This is an optimization exercise on Yosys and OpenROAD, whose aim is small area, not a production implementation. Function was checked by simulation only, so behaviour that the tests miss may differ from the original. No activity file was given, so power comes from the tool's default toggle rates.

===== design/flow/design.v =====
`default_nettype none
`timescale 1ns/1ps
package grid_pkg;
    typedef logic [9:0] coord_t;
    typedef enum logic [1:0] {
        dir_left  = 2'b00,
        dir_right = 2'b01,
        dir_up    = 2'b10,
        dir_down  = 2'b11
    } dir_t;
endpackage
`default_nettype wire
`default_nettype none
`timescale 1ns/1ps
package bullet_pkg;
    typedef logic [2:0] slot_t;
    typedef logic [3:0] credit_t;
    typedef enum logic {
        req_launcher = 1'b0,
        req_stepper  = 1'b1
    } requester_t;
endpackage
`default_nettype wire
`default_nettype none
`timescale 1ns/1ps
module tank_game_top
#(
    parameter int TICK_CYCLES = 200
) (
    input  wire         clk_100mhz,
    input  wire         rst,
    input  wire         press,
    input  wire         move_btn,
    input  wire         shoot_btn,
    input  wire [1:0]   dir_in,
    input  wire         spawn_valid,
    input  wire [9:0]   spawn_x,
    input  wire [9:0]   spawn_y,
    output logic        running,
    output logic [9:0]  player_x,
    output logic [9:0]  player_y,
    output logic [1:0]  player_dir,
    output logic [$clog2(8 + 1) - 1:0] bullet_count,
    output logic [$clog2(4 + 1) - 1:0] target_count,
    output logic [4*4 - 1:0]          score
);
    function automatic logic [5:0] step6(input logic [5:0] a, input logic dn);
        logic c;
        c = 1'b1;
        for (int i = 0; i < 6; i++) begin
            step6[i] = a[i] ^ c;
            c = c & (a[i] ^ dn);
        end
    endfunction
    function automatic logic [4:0] step5(input logic [4:0] a, input logic dn);
        logic c;
        c = 1'b1;
        for (int i = 0; i < 5; i++) begin
            step5[i] = a[i] ^ c;
            c = c & (a[i] ^ dn);
        end
    endfunction
    function automatic logic [1:0] fadd(input logic a, input logic b, input logic c);
        fadd = {(a & b) | (c & (a ^ b)), a ^ b ^ c};
    endfunction
    function automatic logic [7:0] inc8(input logic [7:0] a);
        logic c;
        c = 1'b1;
        for (int i = 0; i < 8; i++) begin
            inc8[i] = a[i] ^ c;
            c = c & a[i];
        end
    endfunction
    logic [2:0] btn_s0, btn_s1, btn_s2, btn_edge;
    logic [1:0] dir_s0, dir_s1;
    always_ff @(posedge clk_100mhz) begin
        if (rst) begin
            btn_s0   <= '0;
            btn_s1   <= '0;
            btn_s2   <= '0;
            btn_edge <= '0;
            dir_s0   <= 2'd1;
            dir_s1   <= 2'd1;
        end else begin
            btn_s0   <= {shoot_btn, move_btn, press};
            btn_s1   <= btn_s0;
            btn_s2   <= btn_s1;
            btn_edge <= btn_s1 & ~btn_s2;
            dir_s0   <= dir_in;
            dir_s1   <= dir_s0;
        end
    end
    logic [7:0] ph;
    logic       ph_end;
    logic       first;
    logic       block;
    logic       step;
    assign ph_end = ph[7] & ph[6] & ph[2] & ph[1] & ph[0];
    always_ff @(posedge clk_100mhz) begin
        if (rst || !running || ph_end) ph <= '0;
        else                           ph <= inc8(ph);
        if (rst || !running) first <= 1'b1;
        else if (ph_end)     first <= 1'b0;
    end
    assign block = !first && ph[7:3] == 5'd0;
    assign step  = !first && ph[7:4] == 4'd0 && (ph[3] ? ph[2:0] == 3'd0 : ph[2:0] != 3'd0);
    logic [5:0] px, py;
    logic [1:0] pdir;
    logic [5:0] mx, my;
    logic       mok;
    logic       wr_req;
    logic [5:0] wr_x, wr_y;
    logic [1:0] wr_dir;
    logic       wr_gnt;
    logic [7:0] valid;
    always_comb begin
        mx = px;
        my = py;
        case (pdir)
            2'd0: mok = px != 6'd0;
            2'd1: mok = px != 6'd57;
            2'd2: mok = py != 6'd0;
            default: mok = py != 6'd42;
        endcase
        if (pdir[1]) my[5:1] = step5(py[5:1], ~pdir[0]);
        else         mx[5:1] = step5(px[5:1], ~pdir[0]);
    end
    assign wr_gnt = wr_req & ~block;
    always_ff @(posedge clk_100mhz) begin
        if (rst) begin
            running <= 1'b0;
            px      <= '0;
            py      <= '0;
            pdir    <= 2'd1;
            wr_req  <= 1'b0;
        end else begin
            if (btn_edge[0]) running <= 1'b1;
            if (running && btn_edge[1]) begin
                pdir <= dir_s1;
                case (dir_s1)
                    2'd0: if (px != 6'd0)  px <= step6(px, 1'b1);
                    2'd1: if (px != 6'd57) px <= step6(px, 1'b0);
                    2'd2: if (py != 6'd0)  py <= step6(py, 1'b1);
                    default: if (py != 6'd42) py <= step6(py, 1'b0);
                endcase
            end
            if (wr_gnt) wr_req <= 1'b0;
            else if (running && btn_edge[2] && !(&valid) && mok) wr_req <= 1'b1;
        end
    end
    always_ff @(posedge clk_100mhz) begin
        if (!wr_req) begin
            wr_x   <= mx;
            wr_y   <= my;
            wr_dir <= pdir;
        end
    end
    assign player_x   = {4'd0, px};
    assign player_y   = {4'd0, py};
    assign player_dir = pdir;
    logic [13:0] ring [8];
    logic [2:0]  free_slot;
    logic [2:0]  wr_pos;
    logic [5:0]  hx, hy, nx, ny;
    logic [1:0]  hd;
    logic        hv;
    logic        leaves;
    logic        probe;
    logic        hit;
    logic        kill;
    always_comb begin
        free_slot = '0;
        for (int i = 7; i >= 0; i--)
            if (!valid[i]) free_slot = 3'(i);
    end
    always_comb begin
        logic b;
        b = 1'b0;
        for (int i = 0; i < 3; i++) begin
            wr_pos[i] = free_slot[i] ^ ph[i] ^ b;
            b = (~free_slot[i] & ph[i]) | (~(free_slot[i] ^ ph[i]) & b);
        end
    end
    assign {hd, hy, hx} = ring[0];
    logic [7:0] valid_rot;
    assign valid_rot = {valid[6:0], valid[7]};
    assign hv = valid_rot[ph[2:0]];
    always_comb begin
        nx = hd[1] ? hx : step6(hx, ~hd[0]);
        ny = hd[1] ? step6(hy, ~hd[0]) : hy;
        case (hd)
            2'd0: leaves = hx == 6'd63;
            2'd1: leaves = hx == 6'd58;
            2'd2: leaves = hy == 6'd63;
            default: leaves = hy == 6'd43;
        endcase
    end
    assign probe = step & hv & ~leaves;
    assign kill  = step & hv & (leaves | hit);
    logic       ins_pend;
    logic [1:0] ins_pos;
    logic [3:0] ins_sel;
    always_ff @(posedge clk_100mhz) begin
        ins_pend <= wr_gnt & wr_pos[0];
        ins_pos  <= wr_pos[2:1];
    end
    always_comb begin
        for (int q = 0; q < 4; q++)
            ins_sel[q] = (wr_gnt && !wr_pos[0] && wr_pos[2:1] == 2'(q))
                      || (ins_pend && ins_pos == 2'(q));
    end
    always_ff @(posedge clk_100mhz) begin
        for (int p = 0; p < 8; p++) begin
            if (p % 2 == 0 && ins_sel[p / 2])
                ring[p] <= {wr_dir, wr_y, wr_x};
            else if (p == 7)
                ring[p] <= step ? {hd, ny, nx} : ring[0];
            else
                ring[p] <= ring[p + 1];
        end
    end
    always_ff @(posedge clk_100mhz) begin
        if (rst) begin
            valid <= '0;
        end else begin
            if (wr_gnt) valid[free_slot] <= 1'b1;
            for (int i = 0; i < 8; i++)
                if (kill && ph[2:0] == 3'((i + 1) % 8)) valid[i] <= 1'b0;
        end
    end
    always_comb begin
        logic [1:0] a, b, c, d, e, f;
        a = fadd(valid[0], valid[1], valid[2]);
        b = fadd(valid[3], valid[4], valid[5]);
        c = fadd(valid[6], valid[7], a[0]);
        d = fadd(b[0], c[0], 1'b0);
        e = fadd(a[1], b[1], c[1]);
        f = fadd(e[0], d[1], 1'b0);
        bullet_count = {e[1] & f[1], e[1] ^ f[1], f[0], d[0]};
    end
    logic [5:0] tx [4];
    logic [5:0] ty [4];
    logic [3:0] tvalid;
    logic [3:0] match;
    logic [1:0] hit_idx;
    logic [1:0] free_idx;
    logic       spawn_ok;
    logic       dead;
    logic [4:0] nxh_m1, nyh_m1;
    logic [5:0] spx_m1, spy_m1;
    function automatic logic [5:0] dec6(input logic [5:0] a);
        logic b;
        b = 1'b1;
        for (int i = 0; i < 6; i++) begin
            dec6[i] = a[i] ^ b;
            b = b & ~a[i];
        end
    endfunction
    function automatic logic [4:0] dec5(input logic [4:0] a);
        logic b;
        b = 1'b1;
        for (int i = 0; i < 5; i++) begin
            dec5[i] = a[i] ^ b;
            b = b & ~a[i];
        end
    endfunction
    function automatic logic in_box(input logic [5:0] c, input logic [4:0] ch_m1,
                                    input logic [5:0] t);
        in_box = (c[5:1] == t[5:1] && (c[0] || !t[0]))
              || (ch_m1 == t[5:1] && (!c[0] || t[0]));
    endfunction
    assign nxh_m1 = dec5(nx[5:1]);
    assign nyh_m1 = dec5(ny[5:1]);
    assign spx_m1 = dec6(spawn_x[5:0]);
    assign spy_m1 = dec6(spawn_y[5:0]);
    always_comb begin
        hit_idx  = '0;
        free_idx = '0;
        for (int i = 3; i >= 0; i--) begin
            match[i] = tvalid[i] && in_box(nx, nxh_m1, tx[i]) && in_box(ny, nyh_m1, ty[i]);
            if (match[i]) hit_idx = 2'(i);
            if (!tvalid[i]) free_idx = 2'(i);
        end
    end
    assign hit      = probe & (|match);
    assign spawn_ok = running & spawn_valid & ~(&tvalid);
    assign dead     = spawn_x >= 10'd60 || spawn_y >= 10'd45;
    always_ff @(posedge clk_100mhz) begin
        if (rst) begin
            tvalid <= '0;
        end else begin
            if (spawn_ok) tvalid[free_idx] <= 1'b1;
            if (hit)      tvalid[hit_idx]  <= 1'b0;
        end
    end
    always_ff @(posedge clk_100mhz) begin
        if (spawn_ok) begin
            tx[free_idx] <= dead ? 6'd59 : spx_m1;
            ty[free_idx] <= spy_m1;
        end
    end
    always_comb begin
        target_count = '0;
        for (int i = 0; i < 4; i++) target_count = target_count + 3'(tvalid[i]);
    end
    logic [3:0] nine;
    logic [4:0] sc_en;
    always_comb begin
        for (int d = 0; d < 4; d++) nine[d] = score[4*d+3] & score[4*d];
        sc_en[0] = hit & ~(&nine);
        for (int d = 1; d < 5; d++) sc_en[d] = sc_en[d-1] & nine[d-1];
    end
    logic [15:0] score_nx;
    always_comb begin
        for (int d = 0; d < 4; d++)
            score_nx[4*d +: 4] = {score[4*d+3] ? ~score[4*d] : (score[4*d+2] & score[4*d+1] & score[4*d]),
                                  score[4*d+2] ^ (score[4*d+1] & score[4*d]),
                                  (score[4*d+1] ^ score[4*d]) & ~score[4*d+3],
                                  ~score[4*d]};
    end
    logic [15:0] score_inc;
    always_comb begin
        for (int d = 0; d < 4; d++)
            score_inc[4*d +: 4] = sc_en[d] ? score_nx[4*d +: 4] : score[4*d +: 4];
    end
    always_ff @(posedge clk_100mhz) begin
        if (rst)           score <= '0;
        else if (sc_en[0]) score <= score_inc;
    end
endmodule
`default_nettype wire

===== design/flow/standard.sh =====
#!/bin/bash
# synth_recipe.tcl (not shown) runs the flow's synth.tcl, then flattens the netlist and writes it again
# the make line also repeats each setting of config.mk as NAME=value (left out here)
make -C /OpenROAD-flow-scripts/flow DESIGN_CONFIG=/design/flow/config.mk WORK_HOME=/design/flow/orfs CLKGATE_MAP_FILE= SYNTH_SCRIPT=/design/flow/synth_recipe.tcl "${@:-finish}"

===== design/flow/flow/run.sh =====
#!/bin/bash
# Layout flow: the standard flow, except that
#  - synthesis maps the logic between the flip-flops with an area-oriented
#    ABC script (flow/area.abc) instead of ORFS's delay-oriented one, and
#    leaves adders to ABC (no full/half-adder cell extraction). Flip-flop
#    mapping and names, flattening and renaming are the standard
#    synthesis's, so the registers are the standard synthesis's;
#  - the clock tree is built with the options in flow/cts_args.
set -euo pipefail
work=$(pwd)

# ORFS scripts with only the ABC script replaced
rm -rf "$work/scripts_area"
cp -r "$FLOW_HOME/scripts" "$work/scripts_area"
cp "$work/flow/area.abc" "$work/scripts_area/abc_speed.script"

# synthesis: standard.sh's make command with the copied scripts
sed 's|^make -C |make SCRIPTS_DIR='"$work"'/scripts_area ADDER_MAP_FILE= -C |' standard.sh > standard_area.sh
grep -q "SCRIPTS_DIR=$work/scripts_area" standard_area.sh
bash standard_area.sh synth > synth.log 2>&1

# the rest of the standard layout, with the clock tree options in flow/cts_args
export CTS_ARGS="$(cat "$work/flow/cts_args")"
bash standard.sh finish > layout.log 2>&1

===== design/flow/config.mk =====
export PLATFORM = sky130hd
export DESIGN_NAME = tank_game_top
export DESIGN_NICKNAME = tank_game_top
export VERILOG_FILES = /design/flow/design.v
export SDC_FILE = /design/flow/constraint.sdc
export NUM_CORES = 4
export LEC_CHECK = 0
export CAP_MARGIN = 20
export CORE_MARGIN = 2
export CORE_UTILIZATION = 60
export CTS_BUF_LIST = sky130_fd_sc_hd__clkbuf_16
export CTS_CLUSTER_DIAMETER = 80
export CTS_CLUSTER_SIZE = 30
export SLEW_MARGIN = 20

===== design/flow/flow/area.abc =====
strash
dch
map -a
mfs2
strash
dch
map -a
mfs2
strash
dch
map -a
topo
stime -c

===== design/flow/constraint.sdc =====
create_clock -name core_clock -period 10.0 [get_ports {clk_100mhz}]
set_input_delay 2.0000 -clock core_clock [delete_from_list [all_inputs] [get_ports {clk_100mhz}]]
set_output_delay 2.0000 -clock core_clock [all_outputs]
set_load 0.01 [all_outputs]

===== design/flow/flow/cts_args =====
-sink_clustering_enable -repair_clock_nets -sink_clustering_size 10 -sink_clustering_max_diameter 80 -buf_list sky130_fd_sc_hd__clkbuf_4 -root_buf sky130_fd_sc_hd__clkbuf_8 -tree_buf sky130_fd_sc_hd__clkbuf_8 -dont_use_dummy_load

==> results of run 1 <==
metal layers:
| layer | GRT usage, % | wire [um] |
|---|---|---|
| met1 | 32.2 | 9600 |
| met5 | 0 | 0 |
| met3 | 3.38 | 732 |
| met2 | 39.5 | 9450 |
| met4 | 6.82 | 509 |
sequential cells by signal, indices dropped and copies added, names as in the netlist, 6 cells and up:
name	count
ring	112
tx	24
ty	24
score	16
ph	8
valid	8
px	6
py	6
wr_x	6
wr_y	6
cell type report:
class	instances	area [um2]
repair buffers	73	711
fillers	1347	4950
clock buffers	28	229
flip-flops and latches	246	5550
multi-input cells	722	3700
inverters	144	541
well taps	216	270
cells by family (layout without fill, tap and decap cells):
group                     count (synthesis)  count (layout)  synth area share (%)
and+or+nand+nor                         400             400                  16.7
DFF                                     246             246                  56.4
AOI/OAI and AO/OA                       239             239                  13.9
buffers and inverters                   154             245                  6.27
xor gates and xnor gates                 75              75                  6.69
other                                     1               8                0.0382
worst paths after layout:
kind         cells past startpoint          to  slack [ns]
max reg2reg                     24    score[9]        4.42
max                             24    score[9]        4.42
min                              0  ring[1][4]        0.31
min reg2reg                      0  ring[1][4]        0.31
power by group:
group,internal [W],switching [W],total (W)
registers,0.00103,0.0000101,0.00104
logic,0.0000498,0.0000799,0.000130
clock network,0.000144,0.000292,0.000435
worst reg2reg max path: stages (launching register included):
cell and delay (ns):
dfxtp_1 0.51, clkinv_1 0.28, nand2_1 0.11, nand3_1 0.09
clkinv_1 0.10, o21ai_0 0.09, nand2_1 0.09, nand2_1 0.18
nor2_1 0.53, clkinv_1 0.13, nor2_1 0.41, clkinv_1 0.12
nor2_1 0.34, clkinv_1 0.16, nand2_1 0.09, o2111ai_1 0.09
o32ai_1 0.28, nand3_1 0.19, a31oi_1 0.45, nand2_1 0.24
nor3_1 0.30, nand2_1 0.09, clkinv_1 0.08, nor2_1 0.04
a2111oi_0 0.41
through the flow:
stage	instance area, um2	hold slack (ns)
6_report	11000	0.306
5_1_grt	11000	0.313
4_1_cts	11000	0.309
3_5_place_dp	10800	0.312
3_3_place_gp	10800	0.310
2_1_floorplan	9850	0.310
placed cells by master, fill, tap and decap left out, types with 10 or more instances in the layout:
| cell type | n |
|---|---|
| dfxtp_1 | 184 |
| nand2_1 | 183 |
| clkinv_1 | 144 |
| nor2_1 | 140 |
| o21ai_0 | 117 |
| clkdlybuf4s50_1 | 65 |
| a21oi_1 | 64 |
| edfxtp_1 | 62 |
| xor2_1 | 42 |
| xnor2_1 | 33 |
| nand3_1 | 25 |
| clkbuf_4 | 25 |
| nor3_1 | 19 |
| or2_2 | 10 |
==> impl_results.md, run 1 <==
- Via count: between 7000 and 8000
- Drt first pass iters: 6
- Resized Gates After CTS: 0
- Status: complete, no violations
- Die Y: 132 um
- Crit. Startpoint: ring[0][12]
- Fin nets: approximately 1200
- Setup violators final: 0
- Fin util: 69.0%
- WP buf/inv: 6
- Final setup skew: between 0.04 and 0.05 ns
- Critical Path Max Stage Delay: about 0.53 ns
- Antenna violations before repair: 0
- F_max: around 180 MHz
- Maximum VDD drop: approximately 0.10 mV
- Non-filler cells, final: 1429
- Total power: about 0.0016 W
- Routed vias/inst: ~5.2
- Post-Place Worst Slack: approximately 4.6 ns
- Sequential share of the synthesized area: between 50% and 60%
- Synth top cells by count: dfxtp_1 (184), nand2_1 (183), clkinv_1 (144)
- Post-CTS setup buffers: 0
- Gr usage total: a little under a quarter
- Grt total ovfl: 0
- Dpl cells: roughly 1400
- EDFF count, synth: 62
- CP arrival: between 5 and 6 ns
- Mapped Cells: 1115
- I/O pins: 74
- Max-slew violations: 0
- # hold bufs at CTS: 0
- Yosys warns: 2
- Hold_sp: ring[2][4]
- Most common cell in the netlist: dfxtp_1
- Post-synth ARST share: 0%
- Hpwl dp: about 15000 um
- Yosys cell types: 38
- Initial DRC count: 502
- Max clock buf depth: 3
- Worst r2r src: ring[0][12]
- Clock sink total: between 200 and 250
- Synth top area share: 37.5%
- DRT antenna net count: 0
- Layout cells sized above 1: under 10%
- Critical path cell sequence: clkinv_1 > nand2_1 > nand3_1 > clkinv_1 > o21ai_0 > nand2_1 > nand2_1 > nor2_1 > clkinv_1 > nor2_1 > clkinv_1 > nor2_1 > clkinv_1 > nand2_1 > o2111ai_1 > o32ai_1 > nand3_1 > a31oi_1 > nand2_1 > nor3_1 > nand2_1 > clkinv_1 > nor2_1 > a2111oi_0
- Drt total wl: roughly 20000 um
- Yosys reg bits: around 250
- Synth Flop Type: dfxtp_1
- Worst-Skew Late Latency: about 0.54 ns
- Hold Crit Class: reg2reg
- # diodes: 0
- Fin crit share: about 56%
- Worst Path Max Fanout: 10
- Required time worst endpoint: approximately 10 ns
- Area contributors post-synth: dfxtp_1 (37%), edfxtp_1 (19%), nand2_1 (7.0%)
- Final worst slack: ~4.4 ns
- Syn Std Cell Area: 9820 um2
- Area Growth Syn to Fin: 11.9%
- Worst-Margin Slew: 0.937 ns
- Critical Path End Type: flop
- Max cap viols: 0
- CP delay by family, top: simple AND/OR/NAND/NOR gates
- Pwr per Cell Area: between 100 and 150 nW/um2
- CTS tree: built
- Routed wire per std cell: between 10 and 15 um
- Die width: between 100 and 150 um
- RSZ-0062 raised after global routing: false
- Crit Path Class: reg2reg
- Slowest CP cell: nor2_1
- Root buf cell: clkbuf_8
- Largest net degree at the start of global routing: 36
- H-Tree Depth: 1
- CTS clk-pin slew, worst paths: roughly 0.10 ns
- Die area: 17400 um2
- Core Area: between 15000 and 20000 um2
- Yosys top cell by area: dfxtp_1
- Row cnt: between 40 and 50
- Number of global-route vias before repair: between 7000 and 8000
- IO Port Bufs: between 60 and 70
- Initial core utilization: 61.6%
- Rel. slew slack: between 30% and 40%
- Fin. Hold Viols: 0
- Final setup TNS: 0 ns
- Residual DRC: 0
- Avg Inst Size Synth: around 8.8 um2
- Kind of start point of the critical path: flop
- Global-route wire length before repair: 34200 um
- Fin crit period: between 5 and 6 ns
- Lkg Pwr: approximately 4.0 nW
- RePlAce Congestion: 0.941
- Total CTS buffers: 28
==> inputs of run 2 (changes only) <==
==> design/flow/flow/cts_args (replaced) <==
-sink_clustering_enable -repair_clock_nets -sink_clustering_size 18 -sink_clustering_max_diameter 80 -buf_list sky130_fd_sc_hd__clkbuf_8 -root_buf sky130_fd_sc_hd__clkbuf_8 -tree_buf sky130_fd_sc_hd__clkbuf_8 -dont_use_dummy_load
==> impl_results.md, run 2 <==
- Status: complete, no violations
- Hpwl dp: 14600 um (unchanged)
- Final setup TNS: 0 ns (unchanged)
- DRT antenna net count: 0 (unchanged)
- Initial core utilization: 61.6% (unchanged)
- Critical Path End Type: flop
- Final setup skew: 0.0385 ns (-0.00803 ns)
- Grt total ovfl: 0 (unchanged)
- Fill count: 1344 (-0.22%)
- Gr usage total: 23.2% (-0.39 points)
- Resized Gates After CTS: 0 (unchanged)
- Max reg flops: 112 (unchanged)
- WHS Path Cells: 0 (unchanged)
- Non-filler cells, final: 1418 (-0.77%)
- I/O pins: 74 (unchanged)
- Avg Inst Size Synth: 8.81 um2 (unchanged)
- Synth top area share: 37.5% (unchanged)
- Worst r2r src: ring[0][12]
- Kind of start point of the critical path: flop
- Die width: 132 um (unchanged)
- Rel. slew slack: 37.0% (+0.074 points)
- CP arrival: 5.90 ns (-0.06 ns)
- Worst R2R Setup Slack: 4.45 ns (+0.03 ns)
- RePlAce Congestion: 0.941 (unchanged)
- Placed Area: 10800 um2 (unchanged)
- CP delay by family, top: simple AND/OR/NAND/NOR gates
- Hold_sp: ring[4][1]
- Yosys warns: 2 (unchanged)
- Total CTS buffers: 17 (-39%)
- Dpl cells: 1401 (unchanged)
- Area contributors post-synth: dfxtp_1 (37%), edfxtp_1 (19%), nand2_1 (7.0%)
- H-Tree Depth: 1 (unchanged)
- Critical R2R Capture: score[9]
- Routed vias/inst: 5.31 (+1.4%)
- Routed wire per std cell: 14.2 um (-0.23%)
- Most common cell in the netlist: dfxtp_1
- Final Cell Area: 11000 um2 (about the same)
- Worst hold endpoint: ring[3][1]
- Drt first pass iters: 5 (-1)
- Most frequent cells in the layout: dfxtp_1 (184), nand2_1 (183), clkinv_1 (144)
- Antenna violations before repair: 0 (unchanged)
- Row cnt: 46 (unchanged)
- Fin nets: 1232 (-0.88%)
- Setup violators final: 0 (unchanged)
- Post-CTS setup buffers: 0 (unchanged)
- Critical path cell sequence: clkinv_1 > nand2_1 > nand3_1 > clkinv_1 > o21ai_0 > nand2_1 > nand2_1 > nor2_1 > clkinv_1 > nor2_1 > clkinv_1 > nor2_1 > clkinv_1 > nand2_1 > o2111ai_1 > o32ai_1 > nand3_1 > a31oi_1 > nand2_1 > nor3_1 > nand2_1 > clkinv_1 > nor2_1 > a2111oi_0
- Layout cells sized above 1: 3.66% (-0.87 points)
- Root buf cell: clkbuf_8
- Commonest non-fill, non-tap cell in the layout: dfxtp_1
- Clock sink total: 246 (unchanged)
- Initial DRC count: 499 (-0.60%)
- Worst Reg2Reg Path Length in Cells: 24 (unchanged)
- Yosys reg bits: 246 (unchanged)
- Critical Path Max Stage Delay: 0.55 ns (+0.02 ns)
- Mapped Cells: 1115 (unchanged)
- Crit Path Class: reg2reg
- Synth Flop Type: dfxtp_1
- Worst-Skew Late Latency: 0.51 ns (-0.03 ns)
- Largest net degree at the start of global routing: 36 (unchanged)
- Fin crit period: 5.55 ns (-0.0314 ns)
- Residual DRC: 0 (unchanged)
- # diodes: 0 (unchanged)
- Worst Path Max Fanout: 10 (unchanged)
- WP buf/inv: 6 (unchanged)
- Fin. Hold Viols: 0 (unchanged)
- Max clock buf depth: 3 (unchanged)
- Drt total wl: 20100 um (-1.0%)
- IO Port Bufs: 65 (unchanged)
- F_max: 180 MHz (+0.57%)
- Die area: 17400 um2 (unchanged)
- Yosys cell types: 38 (unchanged)
- Die Y: 132 um (unchanged)
- Synth top cells by count: dfxtp_1 (184), nand2_1 (183), clkinv_1 (144)
- CTS tree: built
- Post-synth ARST share: 0% (unchanged)
- Worst hold margin: 0.334 ns (+0.0273 ns)
- Number of global-route vias before repair: 7142 (-0.60%)
- Hold Crit Class: reg2reg
- Yosys top cell by area: dfxtp_1
- Syn Std Cell Area: 9820 um2 (unchanged)
- Slowest CP cell: nor2_1
- RSZ-0062 raised after global routing: false
- Worst-Margin Slew: 0.936 ns (-0.00110 ns)
- Fin crit share: 55.5% (-0.31 points)
- Largest Register: ring
- # hold bufs at CTS: 0 (unchanged)
- CTS clk-pin slew, worst paths: 0.11 ns (about the same)
- Required time worst endpoint: 10.35 ns (-0.03 ns)
- Maximum VDD drop: 0.122 mV (+19%)
- Fin util: 69.0% (about the same)
- Global-route wire length before repair: 33900 um (-1.1%)
- Sequential share of the synthesized area: 56.4% (unchanged)
- Pwr per Cell Area: 146 nW/um2 (-0.14%)
- Biggest regs: ring x112, tx x24, ty x24
- Via count: 7529 (+0.61%)
- Max cap viols: 0 (unchanged)
- EDFF count, synth: 62 (unchanged)
- Core Area: 15900 um2 (unchanged)
- Lkg Pwr: 3.94 nW (-0.36%)
- Max-slew violations: 0 (unchanged)
- Area Growth Syn to Fin: 11.9% (about the same)
[run 2: changes by cell type in the layout (fill, tap and decap cells not counted)]
cell | previous run | this run
clkbuf_8 | 3 | 17
clkbuf_4 | 25 | 0
[run 2: where the power goes]
part	internal [W]	total [W]	switching (W)
Sequential	0.00103	0.00104	0.0000102
Combinational	0.0000499	0.000129	0.0000795
Clock	0.000154	0.000434	0.000280
[run 2: cells by family (layout without fill, tap and decap cells)]
kind of cell	after synthesis	in the layout	synth area share (%)
AO/OA/AOI/OAI	239	239	13.9
XOR/XNOR	75	75	6.69
buffers and inverters	154	234	6.27
flip-flops	246	246	56.4
other	1	8	0.0382
AND/OR/NAND/NOR	400	400	16.7
[run 2: per-layer routing]
layer,global-route usage [%],wire length [um],up-vias
li1,-,-,3880
met1,32.1,9490,3461
met2,39.0,9340,158
met3,2.96,829,30
met4,5.92,422,0
met5,0,0,-
[run 2: area by class of cell]
class	count	area [um2]	share of cell area (%)
multi-input cells	722	3700	33.6
inverters	144	541	4.91
clock buffers	17	234	2.13
repair buffers	73	711	6.46
flip-flops and latches	246	5550	50.4
well taps	216	270	2.46
[run 2: metrics by stage]
stage | setup WS [ns] | power [W]
after CTS | 4.51 | 0.00162
after floorplan | 5.72 | 0.00115
after global placement | 5.00 | 0.00119
after global routing | 3.86 | 0.00167
after detailed placement | 4.56 | 0.00119
final | 4.45 | 0.00160
[run 2: worst max-delay path by stage]
stage                           start  slack (ns)  cells after the start       end
after floorplan           ring[0][12]        5.72                     24  score[9]
after global placement    ring[0][12]        5.00                     24  score[9]
after detailed placement  ring[0][12]        4.56                     24  score[9]
after CTS                 ring[0][12]        4.51                     24  score[9]
after global routing      ring[0][12]        3.86                     24  score[9]
final                     ring[0][12]        4.45                     24  score[9]
==> inputs of run 3 (changes only) <==
--- a/design/flow/config.mk
+++ b/design/flow/config.mk
@@ -10,5 +10,2 @@
 export CORE_UTILIZATION = 60
-export CTS_BUF_LIST = sky130_fd_sc_hd__clkbuf_16
-export CTS_CLUSTER_DIAMETER = 80
-export CTS_CLUSTER_SIZE = 30
 export SLEW_MARGIN = 20
==> impl_results.md, run 3 <==
- Status: complete, no violations
- Layout cells sized above 1: 3.66% (unchanged)
- Sequential share of the synthesized area: 56.4% (unchanged)
- Lkg Pwr: 3.94 nW (unchanged)
- Dpl cells: 1401 (unchanged)
- Worst r2r src: ring[0][12]
- Fin. Hold Viols: 0 (unchanged)
- Synth Area in Simple Gates: 16.7% (unchanged)
- Int Power: 0.00124 W (unchanged)
- Max clock buf depth: 3 (unchanged)
- Pwr per Cell Area: 146 nW/um2 (unchanged)
- Seq pwr share: 64.9% (about the same)
- Non-filler cells, final: 1418 (unchanged)
- Die area: 17400 um2 (unchanged)
- Crit Path Class: reg2reg
- Sw Pwr: 0.000370 W (unchanged)
- Max cap viols: 0 (unchanged)
- Resized Gates After CTS: 0 (unchanged)
- WHS Path Cells: 0 (unchanged)
- Post-synth ARST share: 0% (unchanged)
- Critical path cell sequence: clkinv_1 > nand2_1 > nand3_1 > clkinv_1 > o21ai_0 > nand2_1 > nand2_1 > nor2_1 > clkinv_1 > nor2_1 > clkinv_1 > nor2_1 > clkinv_1 > nand2_1 > o2111ai_1 > o32ai_1 > nand3_1 > a31oi_1 > nand2_1 > nor3_1 > nand2_1 > clkinv_1 > nor2_1 > a2111oi_0
- Row cnt: 46 (unchanged)
- Synth Flop Type: dfxtp_1
- Final setup skew: 0.0385 ns (unchanged)
- Worst hold endpoint: ring[3][1]
- Clk pwr share: 27.1% (about the same)
- IO Port Bufs: 65 (unchanged)
- Area contributors post-synth: dfxtp_1 (37%), edfxtp_1 (19%), nand2_1 (7.0%)
- Residual DRC: 0 (unchanged)
- Total CTS buffers: 17 (unchanged)
- Xor/xnor cell area share of the yosys netlist: 6.69% (unchanged)
- Synth top cells by count: dfxtp_1 (184), nand2_1 (183), clkinv_1 (144)
- Drt first pass iters: 5 (unchanged)
- Max-slew violations: 0 (unchanged)
- Final worst slack: 4.45 ns (unchanged)
- CTS tree: built
- Largest Register: ring
- Gr usage total: 23.2% (unchanged)
- Via count: 7529 (unchanged)
- Worst Path Max Fanout: 10 (unchanged)
- Syn Std Cell Area: 9820 um2 (unchanged)
- Yosys top cell by area: dfxtp_1
- Most common cell in the netlist: dfxtp_1
- Worst-Margin Slew: 0.936 ns (unchanged)
- Critical R2R Capture: score[9]
- F_max: 180 MHz (unchanged)
- Hold Crit Class: reg2reg
- Clock sink total: 246 (unchanged)
- H-Tree Depth: 1 (unchanged)
- Post-CTS setup buffers: 0 (unchanged)
- Yosys warns: 2 (unchanged)
- Number of global-route vias before repair: 7142 (unchanged)
- Mux contribution to synthesized area: 0% (unchanged)
- Fin nets: 1232 (unchanged)
- Global-route wire length before repair: 33900 um (unchanged)
- Critical Path End Type: flop
- Die Y: 132 um (unchanged)
- Biggest regs: ring x112, tx x24, ty x24
- Yosys cell types: 38 (unchanged)
- Critical Path Max Stage Delay: 0.55 ns (about the same)
- Rel. slew slack: 37.0% (unchanged)
- Die width: 132 um (unchanged)
- Hold_sp: ring[4][1]
- Initial DRC count: 499 (unchanged)
- Most frequent cells in the layout: dfxtp_1 (184), nand2_1 (183), clkinv_1 (144)
- EDFF count, synth: 62 (unchanged)
- Kind of start point of the critical path: flop
- Fin crit share: 55.5% (unchanged)
- Post-Synth Adder-Cell Area: 0% (unchanged)
- RSZ-0062 raised after global routing: false
- Commonest non-fill, non-tap cell in the layout: dfxtp_1
- Initial core utilization: 61.6% (unchanged)
- Area Growth Syn to Fin: 11.9% (unchanged)
- Drt total wl: 20100 um (unchanged)
- CP arrival: 5.90 ns (about the same)
- Grt total ovfl: 0 (unchanged)
- Hpwl dp: 14600 um (unchanged)
- Yosys reg bits: 246 (unchanged)
- Final setup TNS: 0 ns (unchanged)
- Max reg flops: 112 (unchanged)
- Largest family of logic cells by synthesized area: simple AND/OR/NAND/NOR gates
- Largest net degree at the start of global routing: 36 (unchanged)
- Mapped Cells: 1115 (unchanged)
- CTS clk-pin slew, worst paths: 0.11 ns (about the same)
- Worst Reg2Reg Path Length in Cells: 24 (unchanged)
- Antenna violations before repair: 0 (unchanged)
- Core Area: 15900 um2 (unchanged)
- Root buf cell: clkbuf_8
- # hold bufs at CTS: 0 (unchanged)
- Compound-Gate Fraction of Synth Area: 13.9% (unchanged)
- Switching Fraction: 23.0% (unchanged)
- I/O pins: 74 (unchanged)
- RePlAce Congestion: 0.941 (unchanged)
- Slowest CP cell: nor2_1
- Required time worst endpoint: 10.35 ns (about the same)
- Setup violators final: 0 (unchanged)
- Worst-Skew Late Latency: 0.51 ns (about the same)
- Routed wire per std cell: 14.2 um (unchanged)
- Synth top area share: 37.5% (unchanged)
- Worst R2R Setup Slack: 4.45 ns (about the same)
- DRT antenna net count: 0 (unchanged)
- Gate power share: 8.1% (about the same)
- # diodes: 0 (unchanged)
- Routed vias/inst: 5.31 (unchanged)
- Fin crit period: 5.55 ns (unchanged)
- Post-Place Worst Slack: 4.56 ns (unchanged)
- Crit. Startpoint: ring[0][12]
- Maximum VDD drop: 0.122 mV (unchanged)
- Avg Inst Size Synth: 8.81 um2 (unchanged)
==> run 3: cell counts in the layout (fill, tap and decap cells not counted) <==
No cell type changed its count.
==> run 3: logic make-up (layout without fill, tap and decap cells) <==
family	Yosys count	after routing
buf+inv	154	234
compound gates	239	239
xor+xnor	75	75
other cells	1	8
flops	246	246
simple gates	400	400
==> run 3: layer usage <==
layer	global-route usage, %	routed length (um)	vias to the layer above
met5	0	0	-
met4	5.92	422	0
met3	2.96	829	30
met2	39.0	9340	158
met1	32.1	9490	3461
li1	-	-	3880
==> run 3: per-stage QoR <==
stage	hold slack, ns	utilization, %	cell area, um2	power [W]
detailed placement	0.312	67.5	10800	0.00119
global route	0.341	69.0	11000	0.00167
CTS	0.334	69.0	11000	0.00162
finish	0.334	69.0	11000	0.00160
global placement	0.310	67.5	10800	0.00119
floorplan	0.310	-	9850	0.00115
==> run 3: layout make-up <==
type / instances / area (um2)
Clock buffer: 17 / 234
Fill cell: 1344 / 4940
Inverter: 144 / 541
Multi-Input combinational cell: 722 / 3700
Sequential cell: 246 / 5550
Tap cell: 216 / 270
Timing Repair Buffer: 73 / 711
==> run 3: power by group through the flow <==
stage / clock network, W / logic [W] / registers (W)
CTS: 0.000446 / 0.000129 / 0.00104
global route: 0.000480 / 0.000145 / 0.00104
floorplan: 0 / 0.0000929 / 0.00106
detailed placement: 0 / 0.000128 / 0.00106
finish: 0.000434 / 0.000129 / 0.00104
global placement: 0 / 0.000127 / 0.00106
==> run 3: how the worst max path moves through the flow <==
stage | to | slack, ns | cells after the start
2_1_floorplan | score[9] | 5.72 | 24
3_3_place_gp | score[9] | 5.00 | 24
3_5_place_dp | score[9] | 4.56 | 24
4_1_cts | score[9] | 4.51 | 24
5_1_grt | score[9] | 3.86 | 24
6_report | score[9] | 4.45 | 24
==> run 3: critical path, delay by kind of cell, from the launching register on <==
family / cells / cell delay, ns
AOI/OAI and AO/OA: 5 / 1.31
buffers and inverters: 6 / 0.88
DFF: 1 / 0.51
and+or+nand+nor: 13 / 2.72
==> inputs of run 4 (changes only) <==
--- a/design/flow/design.v
+++ b/design/flow/design.v
@@ -54,2 +54,10 @@
     endfunction
+    function automatic logic [5:0] step6c(input logic [5:0] a, input logic dn, input logic cin);
+        logic c;
+        c = cin;
+        for (int i = 0; i < 6; i++) begin
+            step6c[i] = a[i] ^ c;
+            c = c & (a[i] ^ dn);
+        end
+    endfunction
     function automatic logic [4:0] step5(input logic [4:0] a, input logic dn);
@@ -139,8 +147,4 @@
                 pdir <= dir_s1;
-                case (dir_s1)
-                    2'd0: if (px != 6'd0)  px <= step6(px, 1'b1);
-                    2'd1: if (px != 6'd57) px <= step6(px, 1'b0);
-                    2'd2: if (py != 6'd0)  py <= step6(py, 1'b1);
-                    default: if (py != 6'd42) py <= step6(py, 1'b0);
-                endcase
+                px <= step6c(px, ~dir_s1[0], !dir_s1[1] && px != (dir_s1[0] ? 6'd57 : 6'd0));
+                py <= step6c(py, ~dir_s1[0],  dir_s1[1] && py != (dir_s1[0] ? 6'd42 : 6'd0));
             end
@@ -188,4 +192,4 @@
     always_comb begin
-        nx = hd[1] ? hx : step6(hx, ~hd[0]);
-        ny = hd[1] ? step6(hy, ~hd[0]) : hy;
+        nx = hd[1] ? hx : step6c(hx, ~hd[0], step);
+        ny = hd[1] ? step6c(hy, ~hd[0], step) : hy;
         case (hd)
@@ -216,3 +220,3 @@
             else if (p == 7)
-                ring[p] <= step ? {hd, ny, nx} : ring[0];
+                ring[p] <= {hd, ny, nx};
             else
==> impl_results.md, run 4 <==
- Post-Synth Adder-Cell Area: 0% (unchanged)
- Post-CTS setup buffers: 0 (unchanged)
- Routed wire per std cell: 14.4 um (+1.3%)
- F_max: 176 MHz (-2.1%)
- Crit Path Class: reg2reg
- Antenna violations before repair: 0 (unchanged)
- CTS tree: built
- CP arrival: 6.07 ns (+0.17 ns)
- # diodes: 0 (unchanged)
- Die width: 131 um (-0.59%)
- Status: complete, no violations
- Largest Register: ring
- Fin crit share: 56.7% (+1.2 points)
- Max-slew violations: 0 (unchanged)
- RSZ-0062 raised after global routing: false
- Synth top cells by count: dfxtp_1 (184), nand2_1 (156), clkinv_1 (140)
- Root buf cell: clkbuf_8
- Critical Path End Type: flop
- IO Port Bufs: 65 (unchanged)
- Largest family of logic cells by synthesized area: simple AND/OR/NAND/NOR gates
- EDFF count, synth: 62 (unchanged)
- DRT antenna net count: 0 (unchanged)
- Commonest non-fill, non-tap cell in the layout: dfxtp_1
- Hold Crit Class: reg2reg
- Fin crit period: 5.67 ns (+0.122 ns)
- Drt total wl: 19700 um (-1.9%)
- Max reg flops: 112 (unchanged)
- Initial DRC count: 452 (-9.4%)
- Maximum VDD drop: 0.115 mV (-6.2%)
- H-Tree Depth: 1 (unchanged)
- Initial core utilization: 61.3% (-0.30 points)
- Residual DRC: 0 (unchanged)
- Final setup skew: 0.0339 ns (-0.00455 ns)
- Die Y: 131 um (-0.59%)
- Required time worst endpoint: 10.40 ns (+0.05 ns)
- Total CTS buffers: 17 (unchanged)
- Hpwl dp: 14300 um (-2.3%)
- Die area: 17200 um2 (-1.2%)
- Area Growth Syn to Fin: 12.1%
- I/O pins: 74 (unchanged)
- Avg Inst Size Synth: 9.09 um2 (+3.1%)
- RePlAce Congestion: 0.907 (-3.7%)
- Lkg Pwr: 3.91 nW (-0.58%)
- Fin nets: 1186 (-3.7%)
- Pwr per Cell Area: 145 nW/um2 (-0.32%)
- Critical Path Max Stage Delay: 0.43 ns (-0.12 ns)
- Fin. Hold Viols: 0 (unchanged)
- Global-route wire length before repair: 32900 um (-2.8%)
- Yosys top cell by area: dfxtp_1
- WHS Path Cells: 0 (unchanged)
- Mapped Cells: 1068 (-4.2%)
- Max cap viols: 0 (unchanged)
- Final setup TNS: 0 ns (unchanged)
- Most frequent cells in the layout: dfxtp_1 (184), nand2_1 (156), clkinv_1 (140)
- Routed vias/inst: 5.27 (-0.75%)
- Max clock buf depth: 3 (unchanged)
- Post-synth ARST share: 0% (unchanged)
- Grt total ovfl: 0 (unchanged)
- Yosys cell types: 33 (-13%)
- Clock sink total: 246 (unchanged)
- Biggest regs: ring x112, tx x24, ty x24
- Worst-Margin Slew: 0.902 ns (-0.0340 ns)
- Worst hold margin: 0.331 ns (-0.00281 ns)
- Setup violators final: 0 (unchanged)
- Area contributors post-synth: dfxtp_1 (38%), edfxtp_1 (19%), nand2_1 (6.0%)
- CTS clk-pin slew, worst paths: 0.11 ns (about the same)
- Drt first pass iters: 5 (unchanged)
- Synth top area share: 38.0% (+0.46 points)
- Layout cells sized above 1: 2.94% (-0.72 points)
- Row cnt: 46 (unchanged)
- Compound-Gate Fraction of Synth Area: 13.2% (-0.68 points)
- Yosys warns: 2 (unchanged)
- Syn Std Cell Area: 9710 um2 (-1.2%)
- Via count: 7230 (-4.0%)
- Xor/xnor cell area share of the yosys netlist: 8.48% (+1.8 points)
- Number of global-route vias before repair: 6729 (-5.8%)
- Worst-Skew Late Latency: 0.51 ns (about the same)
- Most common cell in the netlist: dfxtp_1
- Rel. slew slack: 39.6% (+2.6 points)
- Synth Area in Simple Gates: 15.0% (-1.7 points)
- Sequential share of the synthesized area: 57.1% (+0.69 points)
- Yosys reg bits: 246 (unchanged)
- Core Area: 15800 um2 (-0.72%)
- Kind of start point of the critical path: flop
- Gr usage total: 23.0% (-0.20 points)
- Slowest CP cell: nor2_1
- Worst Path Max Fanout: 7 (-3)
- Worst Reg2Reg Path Length in Cells: 27 (+13%)
- Crit-path most repeated cell: nor2_1
- Resized Gates After CTS: 0 (unchanged)
- Largest net degree at the start of global routing: 36 (unchanged)
- Synth Flop Type: dfxtp_1
- Mux contribution to synthesized area: 0% (unchanged)
- # hold bufs at CTS: 0 (unchanged)
==> run 4: changes by cell type after synthesis, sizes merged, moves of 6 or more <==
cell,previous run,this run
o21ai,117,104
nor3,20,26
xnor2,33,42
nor2,141,124
nand2,183,156
xor2,42,52
==> run 4: path summary, 6_finish.rpt <==
check	from	to	slack, ns
worst max register to register	ph[4]	score[14]	4.33
worst min-delay path	ring[2][2]	ring[1][2]	0.33
worst min register to register	ring[2][2]	ring[1][2]	0.33
worst max-delay path	ph[4]	score[14]	4.33
==> run 4: metrics by stage <==
stage | instance area, um2 | cells | total power (W) | setup WS, ns | utilization [%]
finish | 10900 | 1372 | 0.00158 | 4.33 | 68.7
global route | 10900 | 1372 | 0.00164 | 3.49 | 68.7
CTS | 10900 | 1372 | 0.00159 | 4.42 | 68.7
detailed placement | 10600 | 1355 | 0.00117 | 4.48 | 67.3
global placement | 10600 | 1355 | 0.00116 | 4.72 | 67.3
floorplan | 9730 | 1075 | 0.00113 | 5.43 | -
==> run 4: where the power goes <==
part | leakage, nW | internal [W] | total (W) | switching (W)
sequential | 2.14 | 0.00104 | 0.00105 | 0.0000108
clock | 0.122 | 0.000154 | 0.000440 | 0.000285
combinational | 1.65 | 0.0000376 | 0.0000897 | 0.0000522
total | 3.91 | 0.00123 | 0.00158 | 0.000348
==> run 4: metal layers <==
| layer | GRT usage (%) | vias up | part of all wire (%) |
|---|---|---|---|
| li1 | - | 3730 | - |
| met1 | 33.1 | 3295 | 47 |
| met2 | 37.3 | 168 | 46 |
| met3 | 2.78 | 37 | 4.6 |
| met4 | 5.92 | 0 | 2.4 |
| met5 | 0 | - | 0 |
==> run 4: area by class of cell <==
type,count,area [um2]
fill,1295,4950
multi-input combinational,679,3590
tap,216,270
sequential,246,5550
timing repair buffer,74,718
inverter,140,526
clock buffer,17,234
==> run 4: cell families (layout without fill, tap and decap cells) <==
kind of cell	Yosys count	in the layout
flops	246	246
xor+xnor	94	94
buf+inv	150	231
other cells	1	8
simple gates	355	355
compound gates	222	222
==> run 4: worst max-delay path: cells and delay by family (launching register included) <==
family / cells / cell delay [ns]
buffers and inverters: 5 / 0.74
AND/OR/NAND/NOR: 18 / 3.63
flip-flops: 1 / 0.34
AO/OA/AOI/OAI: 4 / 0.86
==> inputs of run 5 (changes only) <==
--- a/design/flow/design.v
+++ b/design/flow/design.v
@@ -164,3 +164,3 @@
     assign player_dir = pdir;
-    logic [13:0] ring [8];
+    logic [7:0][13:0] ring;
     logic [2:0]  free_slot;
@@ -244,4 +244,4 @@
     end
-    logic [5:0] tx [4];
-    logic [5:0] ty [4];
+    logic [3:0][5:0] tx;
+    logic [3:0][5:0] ty;
     logic [3:0] tvalid;
==> impl_results.md, run 5 <==
- Fin. Hold Viols: 0 (unchanged)
- Gate power share: 7.8% (+2.1 points)
- Die Y: 134 um (+2.5%)
- CTS tree: built
- # diodes: 0 (unchanged)
- Status: complete, no violations
- RSZ-0062 raised after global routing: false
- Most frequent cells in the layout: nand2_1 (200), dfxtp_1 (184), clkinv_1 (156)
- # hold bufs at CTS: 0 (unchanged)
- Pwr per Cell Area: 142 nW/um2 (-2.3%)
- H-Tree Depth: 1 (unchanged)
- Worst-Skew Late Latency: 0.51 ns (about the same)
- Clk pwr share: 27.2% (-0.6 points)
- Root buf cell: clkbuf_8
- Switching Fraction: 23.2% (+1.2 points)
- Required time worst endpoint: 10.38 ns (-0.02 ns)
- Routed vias/inst: 5.35 (+1.5%)
- Initial DRC count: 486 (+7.5%)
- Rel. slew slack: 41.0% (+1.4 points)
- Yosys reg bits: 246 (unchanged)
- Dpl cells: 1486 (+9.7%)
- Max reg flops: 112 (unchanged)
- Layout cells sized above 1: 2.88% (-0.057 points)
- Crit Path Class: reg2reg
- Placed Area: 11200 um2 (+4.8%)
- Final setup TNS: 0 ns (unchanged)
- Drt total wl: 21700 um (+10%)
- Row cnt: 47 (+2.2%)
- CP arrival: 6.06 ns (about the same)
- Area Growth Syn to Fin: 11.5%
- Residual DRC: 0 (unchanged)
- Worst-Margin Slew: 0.879 ns (-0.0236 ns)
- Area contributors post-synth: dfxtp_1 (36%), edfxtp_1 (18%), nand2_1 (7.4%)
- Yosys warns: 1 (-1)
- Fin crit share: 56.9% (+0.13 points)
- Final setup skew: 0.0262 ns (-0.00776 ns)
- RePlAce Congestion: 0.922 (+1.7%)
- Core Area: 16600 um2 (+4.8%)
- Slowest CP cell: o41ai_1
- Synth top cells by count: nand2_1 (200), dfxtp_1 (184), clkinv_1 (156)
- Max clock buf depth: 3 (unchanged)
- EDFF count, synth: 62 (unchanged)
- Lkg Pwr: 4.10 nW (+4.7%)
- Non-filler cells, final: 1503 (+9.5%)
- Grt total ovfl: 0 (unchanged)
- Sequential share of the synthesized area: 54.3% (-2.8 points)
- Commonest non-fill, non-tap cell in the layout: nand2_1
- Worst Path Max Fanout: 8 (+1)
- Int Power: 0.00124 W (+0.67%)
- CP delay by family, top: simple AND/OR/NAND/NOR gates
- Largest Register: ring
- WP buf/inv: 5 (unchanged)
- Hpwl dp: 15800 um (+11%)
- Hold Crit Class: reg2reg
- Drt first pass iters: 5 (unchanged)
- Setup violators final: 0 (unchanged)
- I/O pins: 74 (unchanged)
- Most common cell in the netlist: nand2_1
- DRT antenna net count: 0 (unchanged)
- Synth Flop Type: dfxtp_1
- Die area: 18100 um2 (+5.0%)
- Synth top area share: 36.1% (-1.9 points)
- Final Cell Area: 11400 um2 (+4.7%)
- Routed wire per std cell: 14.4 um (+0.41%)
- Avg Inst Size Synth: 8.54 um2 (-6.1%)
- Number of global-route vias before repair: 7283 (+8.2%)
- Critical Path Max Stage Delay: 0.61 ns (+0.18 ns)
- Total CTS buffers: 17 (unchanged)
- Initial core utilization: 61.6% (+0.25 points)
- Post-synth ARST share: 0% (unchanged)
- IO Port Bufs: 65 (unchanged)
- Fin crit period: 5.69 ns (+0.0134 ns)
- F_max: 176 MHz (-0.24%)
- Largest net degree at the start of global routing: 49 (+36%)
- Max cap viols: 0 (unchanged)
- Yosys top cell by area: dfxtp_1
- Mapped Cells: 1196 (+12%)
- Global-route wire length before repair: 35300 um (+7.2%)
- Maximum VDD drop: 0.146 mV (+28%)
- Post-CTS setup buffers: 0 (unchanged)
- Resized Gates After CTS: 0 (unchanged)
- Seq pwr share: 65.1% (-1.5 points)
- Antenna violations before repair: 0 (unchanged)
- CTS clk-pin slew, worst paths: 0.10 ns (about the same)
- Critical Path End Type: flop
- Gr usage total: 23.9% (+0.85 points)
- Yosys cell types: 38 (+15%)
- Sw Pwr: 0.000376 W (+7.9%)
- Biggest regs: ring x112, tx x24, ty x24
- Clock sink total: 246 (unchanged)
- Via count: 8041 (+11%)
- Max-slew violations: 0 (unchanged)
- Syn Std Cell Area: 10200 um2 (+5.2%)
- Die width: 134 um (+2.5%)
- Fin nets: 1313 (+11%)
- Kind of start point of the critical path: flop
## run 5: cell count changes in the layout (fill, tap and decap cells not counted), sizes merged, moves of 6 or more
| cell | previous run | this run |
|---|---|---|
| nand2 | 156 | 200 |
| o21ai | 104 | 147 |
| nor2 | 124 | 154 |
| clkinv | 140 | 156 |
| nand3 | 27 | 18 |
| xnor2 | 42 | 34 |
| o22ai | 7 | 13 |
## run 5: per-stage QoR
step,hold slack [ns],power [W],setup slack [ns],util [%]
global route,0.345,0.00169,3.50,68.7
finish,0.335,0.00162,4.31,68.7
detailed placement,0.312,0.00120,4.43,67.3
global placement,0.310,0.00120,4.70,67.3
floorplan,0.310,0.00116,5.42,-
CTS,0.336,0.00163,4.37,68.7
## run 5: logic make-up (layout without fill, tap and decap cells)
family                    Yosys count  count (layout)  synth area share, %
buffers and inverters             166             246                 6.47
DFF                               246             246                 54.3
and+or+nand+nor                   429             429                 17.1
AOI/OAI and AO/OA                 264             264                 14.4
muxes                               1               1                0.110
xor gates and xnor gates           89              89                 7.63
other                               1               8               0.0367
## run 5: layout make-up
type	instances	area (um2)
sequential	246	5550
fill	1408	5190
multi-input combinational	791	4040
timing repair buffer	73	711
inverter	156	586
tap	220	275
clock buffer	17	234
## run 5: per-layer routing
metal	global-route usage, %	share of wire, %
met5	0	0
met1	35.1	49
met4	6.61	2.5
met2	37.7	44
met3	2.85	4.9
## run 5: worst paths after layout
path	startpoint	end	slack, ns	cells after the start
worst max-delay path	ph[0]	score[14]	4.31	27
worst min-delay path	ring[69]	ring[55]	0.34	0
worst max register to register	ph[0]	score[14]	4.31	27
worst min register to register	ring[69]	ring[55]	0.34	0
## run 5: power groups by stage
| stage | Combinational [W] | Clock [W] | Sequential, W |
|---|---|---|---|
| floorplan | 0.0000890 | 0 | 0.00107 |
| global placement | 0.000123 | 0 | 0.00108 |
| detailed placement | 0.000124 | 0 | 0.00108 |
| CTS | 0.000125 | 0.000453 | 0.00105 |
| global route | 0.000141 | 0.000491 | 0.00106 |
| finish | 0.000126 | 0.000440 | 0.00105 |
## run 5: worst reg2reg max path, delay by kind of cell, from the launching register on
family,cells,cell delay [ns]
DFF,1,0.35
AOI/OAI and AO/OA,3,0.85
xor gates and xnor gates,1,0.20
buffers and inverters,5,0.64
and+or+nand+nor,18,3.52
==> inputs of run 6 (changes only) <==
--- a/design/flow/design.v
+++ b/design/flow/design.v
@@ -301,4 +301,8 @@
         if (spawn_ok) begin
-            tx[free_idx] <= dead ? 6'd59 : spx_m1;
-            ty[free_idx] <= spy_m1;
+            for (int i = 0; i < 4; i++) begin
+                if (free_idx == 2'(i)) begin
+                    tx[i] <= dead ? 6'd59 : spx_m1;
+                    ty[i] <= spy_m1;
+                end
+            end
         end
==> impl_results.md, run 6 <==
- Worst r2r src: ph[7]
- Core Area: 15900 um2 (-4.2%)
- Residual DRC: 0 (unchanged)
- Largest Register: ring
- Post-CTS setup buffers: 0 (unchanged)
- Drt first pass iters: 5 (unchanged)
- Yosys top cell by area: dfxtp_1
- FF/Latch Area: 5550 um2 (unchanged)
- Post-synth ARST share: 0% (unchanged)
- Compound-Gate Fraction of Synth Area: 13.4% (-0.96 points)
- Fin util: 68.7% (about the same)
- Synth top area share: 37.8% (+1.7 points)
- Via count: 7357 (-8.5%)
- Initial core utilization: 61.3% (-0.26 points)
- CTS tree: built
- Fill count: 1349 (-4.2%)
- DRT antenna net count: 0 (unchanged)
- Final setup skew: 0.0211 ns (-0.00506 ns)
- RePlAce Congestion: 0.957 (+3.9%)
- Fin crit share: 54.2% (-2.6 points)
- Lkg Pwr: 3.94 nW (-3.8%)
- Mux contribution to synthesized area: 0% (-0.11 points)
- Syn Std Cell Area: 9740 um2 (-4.6%)
- Yosys warns: 1 (unchanged)
- Required time worst endpoint: 10.40 ns (+0.02 ns)
- Drt total wl: 19600 um (-9.5%)
- Synth Flop Type: dfxtp_1
- # hold bufs at CTS: 0 (unchanged)
- EDFF count, synth: 62 (unchanged)
- Area contributors post-synth: dfxtp_1 (38%), edfxtp_1 (19%), nand2_1 (6.6%)
- Pwr per Cell Area: 144 nW/um2 (+1.4%)
- Clock sink total: 246 (unchanged)
- Max-slew violations: 0 (unchanged)
- Routed vias/inst: 5.27 (-1.6%)
- Grt total ovfl: 0 (unchanged)
- Fin crit period: 5.42 ns (-0.263 ns)
- Die Y: 131 um (-2.3%)
- Multi-input gate area: 3610 um2 (-11%)
- Largest net degree at the start of global routing: 34 (-31%)
- Biggest regs: ring x112, tx x24, ty x24
- Sequential share of the synthesized area: 56.9% (+2.6 points)
- Hold Crit Class: reg2reg
- Area Growth Syn to Fin: 12.0%
- Synth top cells by count: dfxtp_1 (184), nand2_1 (172), clkinv_1 (144)
- Fin. Hold Viols: 0 (unchanged)
- Worst-Skew Late Latency: 0.51 ns (about the same)
- Largest family of logic cells by synthesized area: simple AND/OR/NAND/NOR gates
- Root buf cell: clkbuf_8
- Maximum VDD drop: 0.143 mV (-2.0%)
- Xor/xnor cell area share of the yosys netlist: 6.74% (-0.89 points)
- Status: complete, no violations
- Row cnt: 46 (-2.1%)
- Layout cells sized above 1: 3.56% (+0.67 points)
- Gr usage total: 22.9% (-0.97 points)
- Crit Path Class: reg2reg
- F_max: 184 MHz (+4.9%)
- Max cap viols: 0 (unchanged)
- Final Cell Area: 10900 um2 (-4.2%)
- Resized Gates After CTS: 0 (unchanged)
- Commonest non-fill, non-tap cell in the layout: dfxtp_1
- Hold_sp: ring[30]
- Yosys cell types: 42 (+11%)
- Total CTS buffers: 17 (unchanged)
- Fin nets: 1211 (-7.8%)
- CTS clk-pin slew, worst paths: 0.10 ns (about the same)
- Die area: 17300 um2 (-4.5%)
- RSZ-0062 raised after global routing: false
- # diodes: 0 (unchanged)
- Most frequent cells in the layout: dfxtp_1 (184), nand2_1 (172), clkinv_1 (144)
- Avg Inst Size Synth: 8.90 um2 (+4.3%)
- Initial DRC count: 462 (-4.9%)
- Antenna violations before repair: 0 (unchanged)
- Dpl cells: 1380 (-7.1%)
- Most common cell in the netlist: dfxtp_1
- CP arrival: 5.82 ns (-0.24 ns)
- Number of global-route vias before repair: 6930 (-4.8%)
- H-Tree Depth: 1 (unchanged)
- Non-filler cells, final: 1397 (-7.1%)
- Setup violators final: 0 (unchanged)
- Rel. slew slack: 32.6% (-8.4 points)
- Max clock buf depth: 3 (unchanged)
- I/O pins: 74 (unchanged)
- Placed Area: 10700 um2 (-4.3%)
- Final setup TNS: 0 ns (unchanged)
- Routed wire per std cell: 14.0 um (-2.6%)
- IO Port Bufs: 65 (unchanged)
- Crit. Startpoint: ph[7]
- Post-Synth Adder-Cell Area: 0% (unchanged)
- Kind of start point of the critical path: flop
- Global-route wire length before repair: 33100 um (-6.1%)
- Worst-Margin Slew: 1.00 ns (+0.123 ns)
- Worst Path Max Fanout: 7 (-1)
- Critical Path End Type: flop
- Hpwl dp: 14200 um (-10%)
- Yosys reg bits: 246 (unchanged)
- Max reg flops: 112 (unchanged)
- Total power: 0.00157 W (-2.9%)
- Die width: 131 um (-2.3%)
- Mapped Cells: 1094 (-8.5%)
- Synth Area in Simple Gates: 16.6% (-0.51 points)
==> run 6: worst paths after layout <==
path	cells after the start	slack [ns]	end
worst max-delay path	25	4.58	score[5]
worst min-delay path	0	0.33	ring[16]
worst max register to register	25	4.58	score[5]
worst min register to register	0	0.33	ring[16]
==> run 6: cells by family after synthesis <==
logic type / count (synthesis)
simple gates: 391
flops: 246
compound gates: 227
buf+inv: 154
xor+xnor: 75
other cells: 1
==> run 6: routing by layer <==
layer	global-route usage [%]	vias up	routed length [um]
met2	38.1	192	8950
met5	0	-	0
met4	5.07	0	373
li1	-	3801	-
met1	32.2	3334	9310
met3	3.13	30	980
==> run 6: power by group <==
group / internal [W] / total [W] / switching, W
combinational: 0.0000381 / 0.0000955 / 0.0000575
sequential: 0.00103 / 0.00104 / 0.00000982
clock: 0.000154 / 0.000435 / 0.000280
total: 0.00122 / 0.00157 / 0.000348
==> run 6: worst max-delay path, cell delays in order (launching register included) <==
cell       delay [ns]
dfxtp_1          0.33
clkinv_1         0.05
nand2_1          0.05
nor4_1           0.26
a21boi_0         0.20
o21ai_0          0.22
nor2_1           0.25
nand2_1          0.14
clkinv_1         0.09
nand2_1          0.05
nand2_1          0.22
clkinv_1         0.13
nor2_1           0.42
clkinv_1         0.15
nor2_1           0.41
clkinv_1         0.12
nor2_1           0.34
o22ai_1          0.11
a221oi_1         0.25
a41o_2           0.24
nand3_1          0.12
nand4_1          0.19
nand2_1          0.19
nor4_1           0.38
nor2_1           0.07
a2111oi_0        0.34
==> run 6: layout make-up <==
class	count	area share, %
clock buffers	17	2.14
inverters	144	4.95
multi-input cells	701	33.1
flip-flops and latches	246	50.8
well taps	216	2.48
repair buffers	73	6.51
==> run 6: per-stage QoR <==
step                      hold WS (ns)  setup slack [ns]
after floorplan                  0.310              5.58
after global placement           0.310              4.88
after detailed placement         0.312              4.69
after CTS                        0.335              4.67
after global routing             0.342              3.71
final                            0.332              4.58
==> inputs of run 7 (changes only) <==
--- a/design/flow/design.v
+++ b/design/flow/design.v
@@ -116,6 +116,6 @@
     logic [1:0] pdir;
-    logic [5:0] mx, my;
+    logic [5:0] mm, mf;
     logic       mok;
     logic       wr_req;
-    logic [5:0] wr_x, wr_y;
+    logic [5:0] wr_m, wr_f;
     logic [1:0] wr_dir;
@@ -124,4 +124,3 @@
     always_comb begin
-        mx = px;
-        my = py;
+        logic [5:0] op;
         case (pdir)
@@ -132,4 +131,5 @@
         endcase
-        if (pdir[1]) my[5:1] = step5(py[5:1], ~pdir[0]);
-        else         mx[5:1] = step5(px[5:1], ~pdir[0]);
+        op = pdir[1] ? py : px;
+        mm = {step5(op[5:1], ~pdir[0]), op[0]};
+        mf = pdir[1] ? px : py;
     end
@@ -156,4 +156,4 @@
         if (!wr_req) begin
-            wr_x   <= mx;
-            wr_y   <= my;
+            wr_m   <= mm;
+            wr_f   <= mf;
             wr_dir <= pdir;
@@ -167,3 +167,3 @@
     logic [2:0]  wr_pos;
-    logic [5:0]  hx, hy, nx, ny;
+    logic [5:0]  hm, hf, nm, nx, ny;
     logic [1:0]  hd;
@@ -187,3 +187,3 @@
     end
-    assign {hd, hy, hx} = ring[0];
+    assign {hd, hm, hf} = ring[0];
     logic [7:0] valid_rot;
@@ -192,9 +192,9 @@
     always_comb begin
-        nx = hd[1] ? hx : step6c(hx, ~hd[0], step);
-        ny = hd[1] ? step6c(hy, ~hd[0], step) : hy;
+        nm = step6c(hm, ~hd[0], step);
+        nx = hd[1] ? hf : nm;
+        ny = hd[1] ? nm : hf;
         case (hd)
-            2'd0: leaves = hx == 6'd63;
-            2'd1: leaves = hx == 6'd58;
-            2'd2: leaves = hy == 6'd63;
-            default: leaves = hy == 6'd43;
+            2'd0, 2'd2: leaves = hm == 6'd63;
+            2'd1:       leaves = hm == 6'd58;
+            default:    leaves = hm == 6'd43;
         endcase
@@ -218,5 +218,5 @@
             if (p % 2 == 0 && ins_sel[p / 2])
-                ring[p] <= {wr_dir, wr_y, wr_x};
+                ring[p] <= {wr_dir, wr_m, wr_f};
             else if (p == 7)
-                ring[p] <= {hd, ny, nx};
+                ring[p] <= {hd, nm, hf};
             else
--- a/design/flow/config.mk
+++ b/design/flow/config.mk
@@ -7,5 +7,5 @@
 export LEC_CHECK = 0
-export CAP_MARGIN = 20
+export CAP_MARGIN = 0
 export CORE_MARGIN = 2
 export CORE_UTILIZATION = 60
-export SLEW_MARGIN = 20
+export SLEW_MARGIN = 0
==> impl_results.md, run 7 <==
- Area contributors post-synth: dfxtp_1 (38%), edfxtp_1 (19%), nand2_1 (6.5%)
- Number of global-route vias before repair: 6890 (-0.58%)
- Max reg flops: 112 (unchanged)
- Worst-Skew Late Latency: 0.52 ns (about the same)
- Worst r2r src: ph[1]
- Routed wire per std cell: 14.7 um (+5.0%)
- Yosys cell types: 37 (-12%)
- CP arrival: 3.14 ns (-2.68 ns)
- Switching Fraction: 22.6% (+0.51 points)
- Die width: 131 um (about the same)
- Yosys top cell by area: dfxtp_1
- Hold Crit Class: reg2reg
- Critical Path End Type: primary output
- Row cnt: 46 (unchanged)
- Synth top area share: 37.9% (+0.073 points)
- Residual DRC: 0 (unchanged)
- Worst Path Max Fanout: 5 (-2)
- Yosys reg bits: 246 (unchanged)
- Maximum VDD drop: 0.118 mV (-18%)
- Non-filler cells, final: 1397 (unchanged)
- Clock sink total: 246 (unchanged)
- Status: complete, no violations
- Routed vias/inst: 5.29 (+0.49%)
- Required time worst endpoint: 8.00 ns (-2.40 ns)
- Grt total ovfl: 0 (unchanged)
- Most common cell in the netlist: dfxtp_1
- Final setup TNS: 0 ns (unchanged)
- Drt total wl: 20600 um (+5.0%)
- Crit. Startpoint: valid[1]
- RSZ-0062 raised after global routing: false
- Setup violators final: 0 (unchanged)
- Max clock buf depth: 3 (unchanged)
- Pwr per Cell Area: 148 nW/um2 (+2.7%)
- Gate power share: 7.4% (+1.3 points)
- Max cap viols: 0 (unchanged)
- Sequential share of the synthesized area: 57.0% (+0.11 points)
- Crit path to: bullet_count[2]
- # hold bufs at CTS: 0 (unchanged)
- Global-route wire length before repair: 33800 um (+2.1%)
- Commonest non-fill, non-tap cell in the layout: dfxtp_1
- Final setup skew: 0.0319 ns (+0.0108 ns)
- F_max: 195 MHz (+5.5%)
- Fin crit period: 5.14 ns (-0.283 ns)
- CTS tree: built
- Initial core utilization: 61.2% (-0.12 points)
- Avg Inst Size Synth: 8.91 um2 (about the same)
- Total CTS buffers: 17 (unchanged)
- Layout cells sized above 1: 3.47% (-0.085 points)
- I/O pins: 74 (unchanged)
- Fin nets: 1211 (unchanged)
- Synth Flop Type: dfxtp_1
- Biggest regs: ring x112, tx x24, ty x24
- Area Growth Syn to Fin: 12.2%
- Resized Gates After CTS: 0 (unchanged)
- DRT antenna net count: 0 (unchanged)
- Clk pwr share: 27.1% (-0.5 points)
- Worst R2R Setup Slack: 4.90 ns (+0.32 ns)
- Fin crit share: 51.4% (-2.8 points)
- Largest Register: ring
- Seq pwr share: 65.5% (-0.8 points)
- Gr usage total: 24.0% (+1.1 points)
- Synth top cells by count: dfxtp_1 (184), nand2_1 (169), clkinv_1 (147)
- Critical R2R Capture: score[14]
- RePlAce Congestion: 0.929 (-2.9%)
- Fin. Hold Viols: 0 (unchanged)
- Core Area: 15900 um2 (unchanged)
- Die Y: 131 um (about the same)
- Root buf cell: clkbuf_8
- Int Power: 0.00125 W (+2.0%)
- Post-synth ARST share: 0% (unchanged)
- Sw Pwr: 0.000365 W (+5.1%)
==> run 7: cell count changes after synthesis, sizes merged, moves of 4 or more <==
cell    before  now
a21oi       60   56
nand4        6   16
a211oi       2    9
nor3        26   21
nor2       137  126
xnor2       30   37
o21ai      109  123
nand3       27   32
xor2        45   40
==> run 7: power groups by stage <==
stage,registers [W],clock network [W],logic (W)
2_1_floorplan,0.00108,0,0.0000862
3_3_place_gp,0.00108,0,0.000117
5_1_grt,0.00106,0.000486,0.000134
4_1_cts,0.00106,0.000453,0.000119
6_report,0.00106,0.000437,0.000120
3_5_place_dp,0.00108,0,0.000118
==> run 7: cell families (layout without fill, tap and decap cells) <==
group,Yosys count,in the layout,share of synthesized area [%]
simple gates,385,385,16.6
other cells,1,8,0.0386
xor+xnor,77,77,6.94
compound gates,227,227,13.1
buf+inv,155,238,6.29
flops,246,246,57.0
==> run 7: how the worst min path moves through the flow <==
| stage | cells after the start | endpoint | start |
|---|---|---|---|
| 2_1_floorplan | 0 | ring[14] | ring[28] |
| 3_3_place_gp | 0 | ring[53] | ring[67] |
| 3_5_place_dp | 0 | ring[80] | ring[94] |
| 4_1_cts | 0 | ring[18] | ring[32] |
| 5_1_grt | 0 | ring[72] | ring[86] |
| 6_report | 0 | ring[18] | ring[32] |
==> run 7: area by class of cell <==
type	instances	area (um2)
Inverter	147	552
Tap cell	216	270
Clock buffer	17	234
Timing Repair Buffer	74	718
Multi-Input combinational cell	697	3590
Fill cell	1337	4970
Sequential cell	246	5550
==> run 7: layer usage <==
metal / wire (um) / vias up / global-route usage (%)
met1: 9670 / 3396 / 33.2
met4: 454 / 0 / 6.58
met3: 814 / 33 / 2.85
met2: 9660 / 157 / 40.3
li1: - / 3807 / -
met5: 0 / - / 0
==> run 7: critical path, cell delays in order, from the launching register on <==
cell             delay, ns
dfxtp_1               0.42
clkinv_1              0.08
nor2_1                0.14
clkinv_1              0.12
a21oi_1               0.20
clkinv_1              0.11
a22oi_1               0.17
or2_2                 0.16
nand2_1               0.07
clkinv_1              0.05
nor2_1                0.04
nor2_1                0.11
xor2_1                0.21
nand2_1               0.07
a21oi_1               0.13
clkdlybuf4s50_1       0.55
==> run 7: metrics by stage <==
step	hold slack [ns]	utilization, %	cell area, um2	setup slack [ns]	total power (W)
after floorplan	0.310	-	9750	5.93	0.00116
final	0.329	68.7	10900	4.86	0.00161
after global routing	0.339	68.7	10900	4.30	0.00168
after CTS	0.332	68.7	10900	4.84	0.00163
after detailed placement	0.312	67.2	10700	4.97	0.00120
after global placement	0.310	67.2	10700	5.17	0.00120

Re-timed with assumed drivers on the ports (clkbuf_16 on the clock, buf_2 on other inputs), run 7 has 4.819 ns of setup slack against 4.861 ns with ideal ports, and 4.902 ns once port delays also move by the mid clock arrival of 0.545 ns.
